Context: an optimization exercise on an open-source flow, tuned for small area, a short achievable clock period and few clock cycles per item. The choices shown serve that exercise and are no tape-out recipe.
Only simulation tests tie the RTL to the original design; equivalence was not proved.
No activity file was given, so power comes from the tool's default toggle rates.

## page_buffer_lru_replacement
module page_buffer_lru_replacement
(
    input  logic                  clk,
    input  logic                  rst_n,
    input  logic                  psel,
    input  logic                  penable,
    input  logic                  pwrite,
    input  logic [APB_ADDR_W-1:0] paddr,
    input  logic [APB_DATA_W-1:0] pwdata,
    output logic [APB_DATA_W-1:0] prdata,
    output logic                  pready,
    input  logic                  in_valid,
    output logic                  in_ready,
    input  logic [CMD_W-1:0]      in_cmd,
    input  logic [PAGE_W-1:0]     in_page_id,
    output logic                  out_valid,
    input  logic                  out_ready,
    output logic                  out_hit,
    output logic [SLOT_FIELD_W-1:0] out_slot,
    output logic [PAGE_W-1:0]     out_page_number,
    output logic                  out_writeback_valid,
    output logic [PAGE_W-1:0]     out_writeback_page,
    output logic                  out_last
);
Size in the first run: about 2,400 cells after synthesis, roughly 590 flip-flops, ~130 I/O pins, roughly 0.028 mm2 of cells after synthesis.
Settings: LEC_CHECK=0, CAP_MARGIN=20, CORE_MARGIN=2, CORE_UTILIZATION=40, PLACE_DENSITY=0.6, SLEW_MARGIN=20; clock period 11.0 ns.
standard.sh (not shown) runs the stock make flow with config.mk's settings and CLKGATE_MAP_FILE= SYNTH_SCRIPT=/design/flow/synth_recipe.tcl, a recipe that flattens the netlist after the stock synthesis.
==> flow/flow/run.sh <==
#!/bin/bash
# The standard layout (standard.sh), with a few extra ORFS settings read
# from flow/knobs.txt, one NAME=value per line: the resizer's setup repair
# aims for extra slack and the port buffers use a plain buffer cell. The
# clock, constraints and synthesis are the standard flow's own, unchanged.
set -euo pipefail
args=()
while IFS= read -r line; do
  [[ -n "$line" ]] && args+=("$line")
done < "$(dirname "$0")/knobs.txt"
bash standard.sh "${args[@]}" finish > flow_make.log 2>&1
==> flow/flow/knobs.txt <==
SETUP_SLACK_MARGIN=7.5
BUFFER_PORTS_ARGS=-buffer_cell sky130_fd_sc_hd__buf_2
Testbench counts at the start, summed over its fixed seeds: cycles 23,954, items 20,000.
Next try:
--- a/flow/config.mk
+++ b/flow/config.mk
@@ -9,4 +9,4 @@
 export CORE_MARGIN = 2
-export CORE_UTILIZATION = 40
-export PLACE_DENSITY = 0.6
+export CORE_UTILIZATION = 50
+export PLACE_DENSITY = 0.7
 export SLEW_MARGIN = 20
Effect:
- setup slack gets worse by 0.021 ns
- first-iteration DRC count grows by 10%
- final area shrinks by 0.77%
- wire length shrinks by 1.1%
- core utilization grows by 12 points
- area after synthesis is unchanged
- worst hold slack stays flat
- clock power grows by about 5%
- fmax shrinks by 0.59%
- synthesized cell count stays the same


== epsilon ==
page_buffer_lru_replacement again, from the RTL that the note above started with.
Settings: LEC_CHECK=0, CAP_MARGIN=20, CORE_MARGIN=2, CORE_UTILIZATION=40, CTS_BUF_LIST=sky130_fd_sc_hd__clkbuf_8, PLACE_DENSITY=0.6, SLEW_MARGIN=20; clock period 11.0 ns.
Scripts as last shown in full above: flow/flow/run.sh, flow/flow/knobs.txt
Testbench counts of epsilon, summed over its fixed seeds: cycles 23,954, items 20,000.
The following lists how alpha was set up differently from epsilon:
==> flow/flow/knobs.txt <==
SETUP_SLACK_MARGIN=7.8
BUFFER_PORTS_ARGS=-buffer_cell sky130_fd_sc_hd__buf_2
-- flow/config.mk --
<<< epsilon, line 9
export CORE_MARGIN = 2
export CORE_UTILIZATION = 40
export CTS_BUF_LIST = sky130_fd_sc_hd__clkbuf_8
export PLACE_DENSITY = 0.6
export SLEW_MARGIN = 20
>>> alpha, line 9
export CORE_MARGIN = 2
export CORE_UTILIZATION = 40
export PLACE_DENSITY = 0.6
export SLEW_MARGIN = 20
[summary]
The run showing the smaller final-layout clock-cell area share is epsilon.
alpha against epsilon: combinational cell fraction of total power up 0.2 points, register cell area after layout neither gained nor lost much, wire length has increased, post-place setup slack increased 0.034 ns.
The post-route minimum period of alpha falls short of that of epsilon by 0.075 ns.
The power of alpha exceeds that of epsilon by 3.5%.
Taking epsilon as 1.0, alpha lands at 1.05 on internal power.
Highest signal layer in the routed design = met5: alpha; highest signal layer in the routed design = met4: epsilon
[compare] base=epsilon new=alpha: hold slack fell by 0.0071 ns, share of total power consumed by net switching lost 0.90 points, utilization has increased.


page_buffer_lru_replacement, a different RTL version from the one above (not shown whole).
For scale: ~2400 cells after synthesis, about 590 flip-flops, roughly 130 I/O pins.
==> flow/config.mk <==
export PLATFORM = sky130hd
export DESIGN_NAME = page_buffer_lru_replacement
export DESIGN_NICKNAME = page_buffer_lru_replacement
export VERILOG_FILES = /design/flow/design.v
export SDC_FILE = /design/flow/constraint.sdc
export NUM_CORES = 4
export LEC_CHECK = 0
export CAP_MARGIN = 20
export CORE_MARGIN = 2
export CORE_UTILIZATION = 40
export CTS_CLUSTER_DIAMETER = 80
export CTS_CLUSTER_SIZE = 26
export PLACE_DENSITY = 0.85
export SLEW_MARGIN = 20
==> flow/constraint.sdc <==
create_clock -name core_clock -period 11.0 [get_ports {clk}]
set_input_delay 2.2000 -clock core_clock [delete_from_list [all_inputs] [get_ports {clk}]]
set_output_delay 2.2000 -clock core_clock [all_outputs]
set_load 0.01 [all_outputs]
==> flow/flow/knobs.txt <==
SETUP_SLACK_MARGIN=7.62
BUFFER_PORTS_ARGS=-buffer_cell sky130_fd_sc_hd__buf_2
Scripts as last shown in full above: flow/flow/run.sh
The starting point produced a clean layout.
Testbench counts at the start, summed over its fixed seeds: cycles 23,954, items 20,000.
Change:
Settings changed: CTS_CLUSTER_DIAMETER 80 to default, CTS_CLUSTER_SIZE 26 to default, PLACE_DENSITY 0.85 to 0.6.
=> Design area is higher by 4.3%; utilization goes up by 1.9 points; clock-buffer cell count climbs by 56; via count is about the same.


## the previous run
page_buffer_lru_replacement again, from the RTL that the note above started with.
==> flow/design.v (excerpt) <==
module page_buffer_lru_replacement
(
    input  logic                  clk,
    input  logic                  rst_n,
    input  logic                  psel,
    input  logic                  penable,
    input  logic                  pwrite,
    input  logic [APB_ADDR_W-1:0] paddr,
    input  logic [APB_DATA_W-1:0] pwdata,
    output logic [APB_DATA_W-1:0] prdata,
    output logic                  pready,
    input  logic                  in_valid,
    output logic                  in_ready,
    input  logic [CMD_W-1:0]      in_cmd,
    input  logic [PAGE_W-1:0]     in_page_id,
    output logic                  out_valid,
    input  logic                  out_ready,
    output logic                  out_hit,
    output logic [SLOT_FIELD_W-1:0] out_slot,
    output logic [PAGE_W-1:0]     out_page_number,
    output logic                  out_writeback_valid,
    output logic [PAGE_W-1:0]     out_writeback_page,
    output logic                  out_last
);
clock: 11.0 ns
lec_check: 0
cap_margin: 20
core_margin: 2
core_utilization: 40
cts_cluster_diameter: 80
cts_cluster_size: 26
place_density: 0.6
slew_margin: 20
==> flow/flow/knobs.txt <==
SETUP_SLACK_MARGIN=7.75
BUFFER_PORTS_ARGS=-buffer_cell sky130_fd_sc_hd__buf_2
Scripts as last shown in full above: flow/flow/run.sh
Every stage of the flow completed for the previous run, and the final layout passed the timing, DRC and antenna checks.
Testbench counts of the previous run, summed over its fixed seeds: cycles 23,954, items 20,000.
Inputs modified between the previous run and the current run:
Settings: PLACE_DENSITY changed from 0.6 to 0.75.
==> flow/flow/knobs.txt <==
SETUP_SLACK_MARGIN=7.62
BUFFER_PORTS_ARGS=-buffer_cell sky130_fd_sc_hd__buf_2
Critical path capture point: out_slot[0] -> the previous run, out_slot[2] -> the current run. Between the current run and the previous run, it is the current run whose layout overhead on the synthesized area is lower, by 1.3 points. First-pass GRT wire length improves in the current run relative to the previous run. Between the current run and the previous run, it is the current run whose combined area of the multi-input logic cells is lower, by about 1.3%. Design area: the current run vs the previous run down 360 µm². Worst-case setup slack after placement for the current run: 0.018 ns up relative to the previous run. Diff the previous run -> the current run: worst slew slack as a fraction of its limit up 3.2 points; non-clock buffer count -17; worst hold slack lower; wire length reported by the detailed router -about 4%; aggregate global-route resource usage saw a decrease. The current run was carried through to the last stage, and its layout satisfied the timing, DRC and antenna checks. The previous run has a higher logic gate share of total power than the current run.


page_buffer_lru_replacement again, from the RTL that the note above started with.
==> flow/config.mk <==
export PLATFORM = sky130hd
export DESIGN_NAME = page_buffer_lru_replacement
export DESIGN_NICKNAME = page_buffer_lru_replacement
export VERILOG_FILES = /design/flow/design.v
export SDC_FILE = /design/flow/constraint.sdc
export NUM_CORES = 4
export LEC_CHECK = 0
export ABC_AREA = 1
export CAP_MARGIN = 20
export CORE_MARGIN = 2
export CORE_UTILIZATION = 40
export CTS_CLUSTER_DIAMETER = 80
export CTS_CLUSTER_SIZE = 26
export PLACE_DENSITY = 0.6
export SLEW_MARGIN = 20
==> flow/constraint.sdc <==
create_clock -name core_clock -period 11.0 [get_ports {clk}]
set_input_delay 2.2000 -clock core_clock [delete_from_list [all_inputs] [get_ports {clk}]]
set_output_delay 2.2000 -clock core_clock [all_outputs]
set_load 0.01 [all_outputs]
==> flow/flow/knobs.txt <==
SETUP_SLACK_MARGIN=7.62
BUFFER_PORTS_ARGS=-buffer_cell sky130_fd_sc_hd__buf_2
Scripts as last shown in full above: flow/flow/run.sh
Testbench counts at the start, summed over its fixed seeds: cycles 23,954, items 20,000.
Edit:
==> flow/flow/knobs.txt (replaced) <==
SETUP_SLACK_MARGIN=7.7
BUFFER_PORTS_ARGS=-buffer_cell sky130_fd_sc_hd__buf_2
- ABC_AREA: 1 -> unset
- PLACE_DENSITY: 0.6 -> 0.75
The changed run ran to the end with no violations.
Count of clock-buffer cells in the layout is lower by 1.
Sequential power climbs by a little under a tenth.
Clock skew rises by 0.0072 ns.
Die area fell by a few percent.
Core utilization grows by 0.43 points.
Sequential share of layout area rose by 1.8 points.
Power shrinks by roughly a tenth.
Register-to-register slack gets better by 0.06 ns.
Clock power falls by a few percent.

re-timing with driven ports:
Ports are ideal in the flow. The routed layouts listed here were re-timed in OpenROAD. Step 1 assumes that a clkbuf_16 drives the clock port and a buf_2 every other input. Step 2, shift: input delay + t, output delay - t, t = (earliest + latest rising clock arrival at the registers) / 2. This alone moves slack from input paths to output paths. Three values: ideal ports, drivers, drivers and shift; two values: the first two.
run	t, ns	setup WS [ns]	hold slack, ns	worst setup path at the end	worst data-port slew with drivers (ns)
the first run of note 1	0.688	7.436 / 7.371 / 6.879	0.420 / 0.420 / 0.420	input to register	0.04
the second run of note 1	0.682	7.415 / 7.381 / 6.901	0.423 / 0.423 / 0.423	input to register	0.04
epsilon	0.789	7.357 / 7.300 / 6.843	0.425 / 0.425 / 0.425	input to register	0.04
alpha	0.691	7.432 / 7.366 / 7.153	0.418 / 0.418 / 0.418	input to register	0.04
the first run of note 3	0.722	7.551 / 7.481 / 6.998	0.490 / 0.490 / 0.490	input to register	0.05
the second run of note 3	0.688	7.502 / 7.437 / 7.007	0.428 / 0.428 / 0.428	input to register	0.04
the previous run	0.646	7.539 / 7.475 / 7.131	0.434 / 0.434 / 0.434	input to register	0.04
the current run	0.645	7.647 / 7.584 / 7.050	0.426 / 0.426 / 0.426	input to register	0.06
the first run of note 5	0.671	7.461 / 7.397 / 7.079	0.431 / 0.431 / 0.431	input to register	0.07
the second run of note 5	0.649	7.566 / 7.498 / 7.087	0.432 / 0.432 / 0.432	input to register	0.04
After both steps every run listed still meets setup and hold. For the current run, which loses most, drivers alone change the setup slack by -0.063 ns; drivers and shift together by -0.597 ns.
